Source: an optimization exercise on an open RTL-to-GDS flow (aim: a short achievable clock period and few clock cycles). Production flows keep margins and buffers that such runs may drop. Function was checked by simulation only, so behaviour that the tests miss may differ from the original. Power is estimated from default activity; no workload was simulated.

==> inputs of run G <==
// backend
module backend #(
    parameter logic [31:0] reset_pc = '0
) (
    input  logic        clk,
    input  logic        rst_n,
    input  logic        instruction_valid,
    input  logic [31:0] pc_in,
    input  logic [31:0] instruction,
    output logic [31:0] mem_address,
    output logic [31:0] mem_write_data,
    output logic [3:0]  mem_byte_enable,
    output logic        mem_write,
    output logic        mem_read,
    input  logic [31:0] mem_read_data,
    input  logic        mem_busy,
    output logic        stall,
    output logic        redirect,
    output logic [31:0] redirect_pc
);
    localparam logic [6:0] OP_REG    = 7'b0110011;
    localparam logic [6:0] OP_IMM    = 7'b0010011;
    localparam logic [6:0] OP_LOAD   = 7'b0000011;
    localparam logic [6:0] OP_STORE  = 7'b0100011;
    localparam logic [6:0] OP_BRANCH = 7'b1100011;
    localparam logic [6:0] OP_JAL    = 7'b1101111;
    localparam logic [6:0] OP_JALR   = 7'b1100111;
    localparam logic [6:0] OP_LUI    = 7'b0110111;
    localparam logic [6:0] OP_AUIPC  = 7'b0010111;
    localparam int R_ADD  = 0;
    localparam int R_SLT  = 1;
    localparam int R_SLTU = 2;
    localparam int R_XOR  = 3;
    localparam int R_OR   = 4;
    localparam int R_AND  = 5;
    localparam int R_SLL  = 6;
    localparam int R_SR   = 7;
    localparam int R_LINK = 8;
    localparam int NR     = 9;
    function automatic logic [18:0] inc19(logic [18:0] x);
        for (int i = 0; i < 19; i++) inc19[i] = x[i] ^ ((x & ((19'd1 << i) - 19'd1)) == ((19'd1 << i) - 19'd1));
    endfunction
    function automatic logic [18:0] dec19(logic [18:0] x);
  ...
make LEC_CHECK=0 ABC_CLOCK_PERIOD_IN_PS=3000 CAP_MARGIN=20 CORE_MARGIN=2 CORE_UTILIZATION=40 SETUP_SLACK_MARGIN=5 SLEW_MARGIN=20 TNS_END_PERCENT=100 finish   # period 8.5 ns
run.sh (not shown) runs the stock make flow with config.mk's settings and CLKGATE_MAP_FILE= SYNTH_SCRIPT=/design/flow/synth_recipe.tcl, a recipe that flattens the netlist after the stock synthesis.
==> run E (differences from run G) <==
--- a/flow/design.v
+++ b/flow/design.v
@@ -80,52 +80,44 @@
     localparam int R_LINK = 8;
     localparam int NR     = 9;
     function automatic logic [18:0] inc19(logic [18:0] x);
         for (int i = 0; i < 19; i++) inc19[i] = x[i] ^ ((x & ((19'd1 << i) - 19'd1)) == ((19'd1 << i) - 19'd1));
     endfunction
     function automatic logic [18:0] dec19(logic [18:0] x);
         for (int i = 0; i < 19; i++) dec19[i] = x[i] ^ ((x & ((19'd1 << i) - 19'd1)) == 19'd0);
     endfunction
-    function automatic logic [19:0] inc20(logic [19:0] x);
-        for (int i = 0; i < 20; i++) inc20[i] = x[i] ^ ((x & ((20'd1 << i) - 20'd1)) == ((20'd1 << i) - 20'd1));
-    endfunction
-    function automatic logic [19:0] dec20(logic [19:0] x);
-        for (int i = 0; i < 20; i++) dec20[i] = x[i] ^ ((x & ((20'd1 << i) - 20'd1)) == 20'd0);
-    endfunction
     function automatic logic [10:0] inc11(logic [10:0] x);
         for (int i = 0; i < 11; i++) inc11[i] = x[i] ^ ((x & ((11'd1 << i) - 11'd1)) == ((11'd1 << i) - 11'd1));
     endfunction
     function automatic logic [10:0] dec11(logic [10:0] x);
         for (int i = 0; i < 11; i++) dec11[i] = x[i] ^ ((x & ((11'd1 << i) - 11'd1)) == 11'd0);
     endfunction
-    function automatic logic [31:0] target_b(logic [31:0] pc, logic [31:0] ins,
-                                             logic [18:0] pc_inc, logic [18:0] pc_dec);
+    function automatic logic [31:0] target_b(logic [31:0] pc, logic [31:0] ins);
         logic [13:0] lo;
         logic [18:0] hi;
         lo = {1'b0, pc[12:0]} + {1'b0, ins[31], ins[7], ins[30:25], ins[11:8], 1'b0};
         if (lo[13] == ins[31])
             hi = pc[31:13];
         else if (lo[13])
-            hi = pc_inc;
+            hi = inc19(pc[31:13]);
         else
-            hi = pc_dec;
+            hi = dec19(pc[31:13]);
         target_b = {hi, lo[12:0]};
     endfunction
-    function automatic logic [31:0] target_j(logic [31:0] pc, logic [31:0] ins,
-                                             logic [10:0] pc_inc, logic [10:0] pc_dec);
+    function automatic logic [31:0] target_j(logic [31:0] pc, logic [31:0] ins);
         logic [21:0] lo;
         logic [10:0] hi;
         lo = {1'b0, pc[20:0]} + {1'b0, ins[31], ins[19:12], ins[20], ins[30:21], 1'b0};
         if (lo[21] == ins[31])
             hi = pc[31:21];
         else if (lo[21])
-            hi = pc_inc;
+            hi = inc11(pc[31:21]);
         else
-            hi = pc_dec;
+            hi = dec11(pc[31:21]);
         target_j = {hi, lo[20:0]};
     endfunction
     logic        stall_r, redirect_r;
     logic [31:0] redirect_pc_r;
     localparam int QN = 3;            
     logic          qv    [QN];
     logic [31:0]   qpc   [QN];
     logic [31:0]   qins  [QN];
@@ -144,17 +136,16 @@
     logic        bt_v, bt_pend;
     logic [31:0] bt_key, bt_jpc, bt_tgt, bt_ins;
     logic        e_v;             
     logic        e_wr;            
     logic [4:0]  e_rd;
     logic        e_load, e_store, e_jalr;
     logic        e_may_fire;      
     logic        e_k_always, e_k_eq, e_k_ne, e_k_lt, e_k_ge, e_k_ltu, e_k_geu;
-    logic        e_k_jv;          
     logic        e_kill;
     logic        ev, ewr, eload, estore, emay;
     logic [2:0]  e_f3;
     logic        e_sub, e_sra;
     logic [NR-1:0] e_rsel;
     logic [31:0] e_a, e_b, e_s;   
     logic [31:0] e_pc4, e_cand;    
     logic        m_wr, m_load, m_store;
@@ -186,78 +177,26 @@
     logic e_fire;       
     logic accept;       
     logic d_fuse;       
     logic d_fire;       
     assign m_block = mem_busy && (m_load || m_store);
     assign e_skip  = !eload && !estore && !(ewr && m_load && (e_rd == m_rd));
     assign freeze  = m_block && !e_skip;
     logic [6:0]  in_op;
-    logic        in_jal, in_jump, in_pred, in_jalr_p;
+    logic        in_jal, in_jump, in_pred;
     logic [31:0] in_target;
     logic        push, push_pred, bt_take;
     logic        bt_match, bt_hit, d_may_fire;
     assign in_op   = instruction[6:0];
     assign accept  = instruction_valid && !stall_r && !redirect_r;
     assign in_jal  = (in_op == OP_JAL);
-    logic        au_v;
-    logic [4:0]  au_rd;
-    logic [31:0] au_val;
-    logic [31:0] in_jalr_tgt;
-    assign in_jalr_p = au_v && (in_op == OP_JALR) && (instruction[19:15] == au_rd);
-    assign in_jump   = in_jal || ((in_op == OP_BRANCH) && instruction[31]) || in_jalr_p;
+    assign in_jump = in_jal || ((in_op == OP_BRANCH) && instruction[31]);
     assign in_pred = !emay && !d_fuse && in_jump;
-    logic [31:0] fe_pc, fe_pc_next;
-    logic [18:0] fe_inc13, fe_dec13;
-    logic [10:0] fe_inc21, fe_dec21;
-    assign fe_pc_next = redirect_r ? redirect_pc_r
-                                   : ((instruction_valid && !stall_r) ? fe_pc + 32'd4 : fe_pc);
-    always_ff @(posedge clk or negedge rst_n) begin
-        if (!rst_n) begin
-            fe_pc    <= reset_pc;
-            fe_inc13 <= inc19(reset_pc[31:13]);
-            fe_dec13 <= dec19(reset_pc[31:13]);
-            fe_inc21 <= inc11(reset_pc[31:21]);
-            fe_dec21 <= dec11(reset_pc[31:21]);
-        end else begin
-            fe_pc    <= fe_pc_next;
-            fe_inc13 <= inc19(fe_pc_next[31:13]);
-            fe_dec13 <= dec19(fe_pc_next[31:13]);
-            fe_inc21 <= inc11(fe_pc_next[31:21]);
-            fe_dec21 <= dec11(fe_pc_next[31:21]);
-        end
-    end
-    always_comb begin
-        logic [12:0] lo;
-        logic [19:0] hi;
-        lo = {1'b0, au_val[11:0]} + {1'b0, instruction[31:20]};
-        if (lo[12] == instruction[31])
-            hi = au_val[31:12];
-        else if (lo[12])
-            hi = inc20(au_val[31:12]);
-        else
-            hi = dec20(au_val[31:12]);
-        in_jalr_tgt = {hi, lo[11:1], 1'b0};
-    end
-    assign in_target = !in_op[2] ? target_b(pc_in, instruction, fe_inc13, fe_dec13)
-                     : (in_op[3] ? target_j(pc_in, instruction, fe_inc21, fe_dec21) : in_jalr_tgt);
-    always_ff @(posedge clk or negedge rst_n) begin
-        if (!rst_n)
-            au_v <= 1'b0;
-        else if (push)
-            au_v <= accept && (in_op == OP_AUIPC) && (instruction[11:7] != 5'd0);
-        else if (redirect_r)
-            au_v <= 1'b0;
-    end
-    always_ff @(posedge clk) begin
-        if (push) begin
-            au_rd  <= instruction[11:7];
-            au_val <= {pc_in[31:12] + instruction[31:12], pc_in[11:0]};
-        end
-    end
+    assign in_target = in_jal ? target_j(pc_in, instruction) : target_b(pc_in, instruction);
     assign bt_take   = bt_pend && instruction_valid && !stall_r;
     assign push      = accept || bt_take;
     assign push_pred = bt_pend || in_pred;
     logic pop, full_next;
     logic qa [QN];                    
     assign pop = q0_v && d_go;
     always_comb begin
         for (int i = 0; i < QN; i++)
@@ -455,17 +394,17 @@
             bt_key <= q0_pc - 32'd4;
             bt_jpc <= q0_pc;
             bt_tgt <= q0_tgt;
             bt_ins <= q0_ins;
         end
     end
     logic d_k_always, d_k_eq, d_k_ne, d_k_lt, d_k_ge, d_k_ltu, d_k_geu;
     always_comb begin
-        d_k_always = (d_jalr || d_jal) && !q0_pred;
+        d_k_always = d_jalr || (d_jal && !q0_pred);
         d_k_eq  = 1'b0;
         d_k_ne  = 1'b0;
         d_k_lt  = 1'b0;
         d_k_ge  = 1'b0;
         d_k_ltu = 1'b0;
         d_k_geu = 1'b0;
         if (d_branch) begin
             case (d_f3)
@@ -483,63 +422,59 @@
         if (!rst_n) begin
             e_v        <= 1'b0;
             e_wr       <= 1'b0;
             e_load     <= 1'b0;
             e_store    <= 1'b0;
             e_jalr     <= 1'b0;
             e_may_fire <= 1'b0;
             e_k_always <= 1'b0;
-            e_k_jv     <= 1'b0;
             e_k_eq     <= 1'b0;
             e_k_ne     <= 1'b0;
             e_k_lt     <= 1'b0;
             e_k_ge     <= 1'b0;
             e_k_ltu    <= 1'b0;
             e_k_geu    <= 1'b0;
         end else if (!freeze) begin
             if (!q0_v || d_wait) begin
                 e_v        <= 1'b0;
                 e_wr       <= 1'b0;
                 e_load     <= 1'b0;
                 e_store    <= 1'b0;
                 e_jalr     <= 1'b0;
                 e_may_fire <= 1'b0;
                 e_k_always <= 1'b0;
-                e_k_jv     <= 1'b0;
                 e_k_eq     <= 1'b0;
                 e_k_ne     <= 1'b0;
                 e_k_lt     <= 1'b0;
                 e_k_ge     <= 1'b0;
                 e_k_ltu    <= 1'b0;
                 e_k_geu    <= 1'b0;
             end else if (d_bad) begin
                 e_v        <= 1'b1;
                 e_wr       <= 1'b0;
                 e_load     <= 1'b0;
                 e_store    <= 1'b0;
                 e_jalr     <= 1'b0;
                 e_may_fire <= 1'b1;
                 e_k_always <= 1'b1;
-                e_k_jv     <= 1'b0;
                 e_k_eq     <= 1'b0;
                 e_k_ne     <= 1'b0;
                 e_k_lt     <= 1'b0;
                 e_k_ge     <= 1'b0;
                 e_k_ltu    <= 1'b0;
                 e_k_geu    <= 1'b0;
             end else begin
                 e_v        <= 1'b1;
                 e_wr       <= d_wr;
                 e_load     <= d_load;
                 e_store    <= d_store;
                 e_jalr     <= d_jalr;
                 e_may_fire <= (d_branch && !d_fuse) || d_jalr || (d_jal && !q0_pred);
                 e_k_always <= d_k_always;
-                e_k_jv     <= d_jalr && q0_pred;
                 e_k_eq     <= d_k_eq && !d_fuse;
                 e_k_ne     <= d_k_ne && !d_fuse;
                 e_k_lt     <= d_k_lt;
                 e_k_ge     <= d_k_ge;
                 e_k_ltu    <= d_k_ltu;
                 e_k_geu    <= d_k_geu;
             end
         end
@@ -600,22 +535,17 @@
     assign estore = e_store && !e_kill;
     assign emay   = e_may_fire && !e_kill;
     always_ff @(posedge clk or negedge rst_n) begin
         if (!rst_n)
             e_kill <= 1'b0;
         else if (!freeze)
             e_kill <= e_fire;
     end
-    logic [31:0] t_r;
-    logic        x_teq;
-    assign t_r   = x_a ^ x_b ^ e_cand;
-    assign x_teq = (t_r[1] == (x_a[0] && x_b[0]))
-                   && (t_r[31:2] == ((x_a[30:1] & x_b[30:1]) | ((x_a[30:1] | x_b[30:1]) & t_r[30:1])));
-    assign e_fire = !freeze && !e_kill && ((e_k_jv && !x_teq) || e_k_always
+    assign e_fire = !freeze && !e_kill && (e_k_always
                                 || (e_k_eq  && x_eq)  || (e_k_ne  && !x_eq)
                                 || (e_k_lt  && x_lt)  || (e_k_ge  && !x_lt)
                                 || (e_k_ltu && x_ltu) || (e_k_geu && !x_ltu));
     logic        rp_jalr, rp_in;
     logic [31:0] rp_other;
     assign rp_jalr = emay && e_jalr;
     assign rp_in   = !emay && !d_fuse && !bt_pend && !(bt_match && !in_jump);
     always_comb begin
- CORE_UTILIZATION: 40 -> 55
- PLACE_DENSITY: default -> 0.75
==> run X (differences from run G) <==
--- a/flow/design.v
+++ b/flow/design.v
@@ -80,22 +80,16 @@
     localparam int R_LINK = 8;
     localparam int NR     = 9;
     function automatic logic [18:0] inc19(logic [18:0] x);
         for (int i = 0; i < 19; i++) inc19[i] = x[i] ^ ((x & ((19'd1 << i) - 19'd1)) == ((19'd1 << i) - 19'd1));
     endfunction
     function automatic logic [18:0] dec19(logic [18:0] x);
         for (int i = 0; i < 19; i++) dec19[i] = x[i] ^ ((x & ((19'd1 << i) - 19'd1)) == 19'd0);
     endfunction
-    function automatic logic [19:0] inc20(logic [19:0] x);
-        for (int i = 0; i < 20; i++) inc20[i] = x[i] ^ ((x & ((20'd1 << i) - 20'd1)) == ((20'd1 << i) - 20'd1));
-    endfunction
-    function automatic logic [19:0] dec20(logic [19:0] x);
-        for (int i = 0; i < 20; i++) dec20[i] = x[i] ^ ((x & ((20'd1 << i) - 20'd1)) == 20'd0);
-    endfunction
     function automatic logic [10:0] inc11(logic [10:0] x);
         for (int i = 0; i < 11; i++) inc11[i] = x[i] ^ ((x & ((11'd1 << i) - 11'd1)) == ((11'd1 << i) - 11'd1));
     endfunction
     function automatic logic [10:0] dec11(logic [10:0] x);
         for (int i = 0; i < 11; i++) dec11[i] = x[i] ^ ((x & ((11'd1 << i) - 11'd1)) == 11'd0);
     endfunction
     function automatic logic [31:0] target_b(logic [31:0] pc, logic [31:0] ins,
                                              logic [18:0] pc_inc, logic [18:0] pc_dec);
@@ -144,17 +138,16 @@
     logic        bt_v, bt_pend;
     logic [31:0] bt_key, bt_jpc, bt_tgt, bt_ins;
     logic        e_v;             
     logic        e_wr;            
     logic [4:0]  e_rd;
     logic        e_load, e_store, e_jalr;
     logic        e_may_fire;      
     logic        e_k_always, e_k_eq, e_k_ne, e_k_lt, e_k_ge, e_k_ltu, e_k_geu;
-    logic        e_k_jv;          
     logic        e_kill;
     logic        ev, ewr, eload, estore, emay;
     logic [2:0]  e_f3;
     logic        e_sub, e_sra;
     logic [NR-1:0] e_rsel;
     logic [31:0] e_a, e_b, e_s;   
     logic [31:0] e_pc4, e_cand;    
     logic        m_wr, m_load, m_store;
@@ -186,29 +179,24 @@
     logic e_fire;       
     logic accept;       
     logic d_fuse;       
     logic d_fire;       
     assign m_block = mem_busy && (m_load || m_store);
     assign e_skip  = !eload && !estore && !(ewr && m_load && (e_rd == m_rd));
     assign freeze  = m_block && !e_skip;
     logic [6:0]  in_op;
-    logic        in_jal, in_jump, in_pred, in_jalr_p;
+    logic        in_jal, in_jump, in_pred;
     logic [31:0] in_target;
     logic        push, push_pred, bt_take;
     logic        bt_match, bt_hit, d_may_fire;
     assign in_op   = instruction[6:0];
     assign accept  = instruction_valid && !stall_r && !redirect_r;
     assign in_jal  = (in_op == OP_JAL);
-    logic        au_v;
-    logic [4:0]  au_rd;
-    logic [31:0] au_val;
-    logic [31:0] in_jalr_tgt;
-    assign in_jalr_p = au_v && (in_op == OP_JALR) && (instruction[19:15] == au_rd);
-    assign in_jump   = in_jal || ((in_op == OP_BRANCH) && instruction[31]) || in_jalr_p;
+    assign in_jump = in_jal || ((in_op == OP_BRANCH) && instruction[31]);
     assign in_pred = !emay && !d_fuse && in_jump;
     logic [31:0] fe_pc, fe_pc_next;
     logic [18:0] fe_inc13, fe_dec13;
     logic [10:0] fe_inc21, fe_dec21;
     assign fe_pc_next = redirect_r ? redirect_pc_r
                                    : ((instruction_valid && !stall_r) ? fe_pc + 32'd4 : fe_pc);
     always_ff @(posedge clk or negedge rst_n) begin
         if (!rst_n) begin
@@ -220,44 +208,18 @@
         end else begin
             fe_pc    <= fe_pc_next;
             fe_inc13 <= inc19(fe_pc_next[31:13]);
             fe_dec13 <= dec19(fe_pc_next[31:13]);
             fe_inc21 <= inc11(fe_pc_next[31:21]);
             fe_dec21 <= dec11(fe_pc_next[31:21]);
         end
     end
-    always_comb begin
-        logic [12:0] lo;
-        logic [19:0] hi;
-        lo = {1'b0, au_val[11:0]} + {1'b0, instruction[31:20]};
-        if (lo[12] == instruction[31])
-            hi = au_val[31:12];
-        else if (lo[12])
-            hi = inc20(au_val[31:12]);
-        else
-            hi = dec20(au_val[31:12]);
-        in_jalr_tgt = {hi, lo[11:1], 1'b0};
-    end
-    assign in_target = !in_op[2] ? target_b(pc_in, instruction, fe_inc13, fe_dec13)
-                     : (in_op[3] ? target_j(pc_in, instruction, fe_inc21, fe_dec21) : in_jalr_tgt);
-    always_ff @(posedge clk or negedge rst_n) begin
-        if (!rst_n)
-            au_v <= 1'b0;
-        else if (push)
-            au_v <= accept && (in_op == OP_AUIPC) && (instruction[11:7] != 5'd0);
-        else if (redirect_r)
-            au_v <= 1'b0;
-    end
-    always_ff @(posedge clk) begin
-        if (push) begin
-            au_rd  <= instruction[11:7];
-            au_val <= {pc_in[31:12] + instruction[31:12], pc_in[11:0]};
-        end
-    end
+    assign in_target = in_jal ? target_j(pc_in, instruction, fe_inc21, fe_dec21)
+                              : target_b(pc_in, instruction, fe_inc13, fe_dec13);
     assign bt_take   = bt_pend && instruction_valid && !stall_r;
     assign push      = accept || bt_take;
     assign push_pred = bt_pend || in_pred;
     logic pop, full_next;
     logic qa [QN];                    
     assign pop = q0_v && d_go;
     always_comb begin
         for (int i = 0; i < QN; i++)
@@ -455,17 +417,17 @@
             bt_key <= q0_pc - 32'd4;
             bt_jpc <= q0_pc;
             bt_tgt <= q0_tgt;
             bt_ins <= q0_ins;
         end
     end
     logic d_k_always, d_k_eq, d_k_ne, d_k_lt, d_k_ge, d_k_ltu, d_k_geu;
     always_comb begin
-        d_k_always = (d_jalr || d_jal) && !q0_pred;
+        d_k_always = d_jalr || (d_jal && !q0_pred);
         d_k_eq  = 1'b0;
         d_k_ne  = 1'b0;
         d_k_lt  = 1'b0;
         d_k_ge  = 1'b0;
         d_k_ltu = 1'b0;
         d_k_geu = 1'b0;
         if (d_branch) begin
             case (d_f3)
@@ -483,63 +445,59 @@
         if (!rst_n) begin
             e_v        <= 1'b0;
             e_wr       <= 1'b0;
             e_load     <= 1'b0;
             e_store    <= 1'b0;
             e_jalr     <= 1'b0;
             e_may_fire <= 1'b0;
             e_k_always <= 1'b0;
-            e_k_jv     <= 1'b0;
             e_k_eq     <= 1'b0;
             e_k_ne     <= 1'b0;
             e_k_lt     <= 1'b0;
             e_k_ge     <= 1'b0;
             e_k_ltu    <= 1'b0;
             e_k_geu    <= 1'b0;
         end else if (!freeze) begin
             if (!q0_v || d_wait) begin
                 e_v        <= 1'b0;
                 e_wr       <= 1'b0;
                 e_load     <= 1'b0;
                 e_store    <= 1'b0;
                 e_jalr     <= 1'b0;
                 e_may_fire <= 1'b0;
                 e_k_always <= 1'b0;
-                e_k_jv     <= 1'b0;
                 e_k_eq     <= 1'b0;
                 e_k_ne     <= 1'b0;
                 e_k_lt     <= 1'b0;
                 e_k_ge     <= 1'b0;
                 e_k_ltu    <= 1'b0;
                 e_k_geu    <= 1'b0;
             end else if (d_bad) begin
                 e_v        <= 1'b1;
                 e_wr       <= 1'b0;
                 e_load     <= 1'b0;
                 e_store    <= 1'b0;
                 e_jalr     <= 1'b0;
                 e_may_fire <= 1'b1;
                 e_k_always <= 1'b1;
-                e_k_jv     <= 1'b0;
                 e_k_eq     <= 1'b0;
                 e_k_ne     <= 1'b0;
                 e_k_lt     <= 1'b0;
                 e_k_ge     <= 1'b0;
                 e_k_ltu    <= 1'b0;
                 e_k_geu    <= 1'b0;
             end else begin
                 e_v        <= 1'b1;
                 e_wr       <= d_wr;
                 e_load     <= d_load;
                 e_store    <= d_store;
                 e_jalr     <= d_jalr;
                 e_may_fire <= (d_branch && !d_fuse) || d_jalr || (d_jal && !q0_pred);
                 e_k_always <= d_k_always;
-                e_k_jv     <= d_jalr && q0_pred;
                 e_k_eq     <= d_k_eq && !d_fuse;
                 e_k_ne     <= d_k_ne && !d_fuse;
                 e_k_lt     <= d_k_lt;
                 e_k_ge     <= d_k_ge;
                 e_k_ltu    <= d_k_ltu;
                 e_k_geu    <= d_k_geu;
             end
         end
@@ -600,22 +558,17 @@
     assign estore = e_store && !e_kill;
     assign emay   = e_may_fire && !e_kill;
     always_ff @(posedge clk or negedge rst_n) begin
         if (!rst_n)
             e_kill <= 1'b0;
         else if (!freeze)
             e_kill <= e_fire;
     end
-    logic [31:0] t_r;
-    logic        x_teq;
-    assign t_r   = x_a ^ x_b ^ e_cand;
-    assign x_teq = (t_r[1] == (x_a[0] && x_b[0]))
-                   && (t_r[31:2] == ((x_a[30:1] & x_b[30:1]) | ((x_a[30:1] | x_b[30:1]) & t_r[30:1])));
-    assign e_fire = !freeze && !e_kill && ((e_k_jv && !x_teq) || e_k_always
+    assign e_fire = !freeze && !e_kill && (e_k_always
                                 || (e_k_eq  && x_eq)  || (e_k_ne  && !x_eq)
                                 || (e_k_lt  && x_lt)  || (e_k_ge  && !x_lt)
                                 || (e_k_ltu && x_ltu) || (e_k_geu && !x_ltu));
     logic        rp_jalr, rp_in;
     logic [31:0] rp_other;
     assign rp_jalr = emay && e_jalr;
     assign rp_in   = !emay && !d_fuse && !bt_pend && !(bt_match && !in_jump);
     always_comb begin
==> run notes <==
                                                                                run G                    run E                    run X
Outcome                                                       complete, no violations  complete, no violations  complete, no violations
Top-area cell type share of the netlist area                                    51.1%                    54.5%                    51.8%
Net count of the mapped netlist                                                 7,827                    7,071                    7,528
Number of clock sinks                                                           1,896                    1,765                    1,853
Hpwl dp                                                                    251,000 um               211,000 um               237,000 um
Total CTS buffers                                                                 204                      176                      199
Maximum number of pins on one net before global-route repair                       94                      130                       98
Power share of the sequential group                                             30.8%                    31.5%                    46.1%
Count of inverters other than clock inverters in the layout                       238                      190                      230
X dimension of the die                                                         504 um                   412 um                   495 um
Xor/xnor cell area share of the yosys netlist                                   3.53%                    2.62%                    2.84%
Post-synth design cell area                                              100,000 um^2              91,600 um^2              96,400 um^2
Full die area                                                            254,000 um^2             170,000 um^2             245,000 um^2
Switching component of the power                                              21.0 mW                  18.6 mW                  7.98 mW
Comb pwr share                                                                  51.0%                    50.0%                    19.4%
Testbench counts of run G, summed over its fixed seeds: cycles 8,149.
Testbench counts of run E, summed over its fixed seeds: cycles 8,259.
Testbench counts of run X, summed over its fixed seeds: cycles 8,259.

separate check: timing with driven ports:
How much do the figures lean on ideal ports? The routed layouts below were timed once more, with nothing changed but the port constraints.
Step 1 assumes that a clkbuf_16 drives the clock port and a buf_2 every other input.
Step 2, shift: input delay + t, output delay - t, t = (earliest + latest rising clock arrival at the registers) / 2. This alone moves slack from input paths to output paths.
Three values: ideal, step 1, step 2; two values: the first two.
run	t, ns	setup WS [ns]	hold slack, ns	latest minus earliest clock arrival (ns)
run G	0.948	4.606 / 4.632 / 3.684	0.450 / 0.450 / 0.450	0.106 / 0.106
run E	0.912	4.729 / 4.766 / 3.853	0.450 / 0.450 / 0.450	0.089 / 0.089
run X	0.936	4.654 / 4.654 / 3.899	0.464 / 0.464 / 0.464	0.104 / 0.105
After both steps every run listed still meets setup and hold. For run G, which loses most, drivers alone change the setup slack by +0.026 ns; drivers and shift together by -0.922 ns.
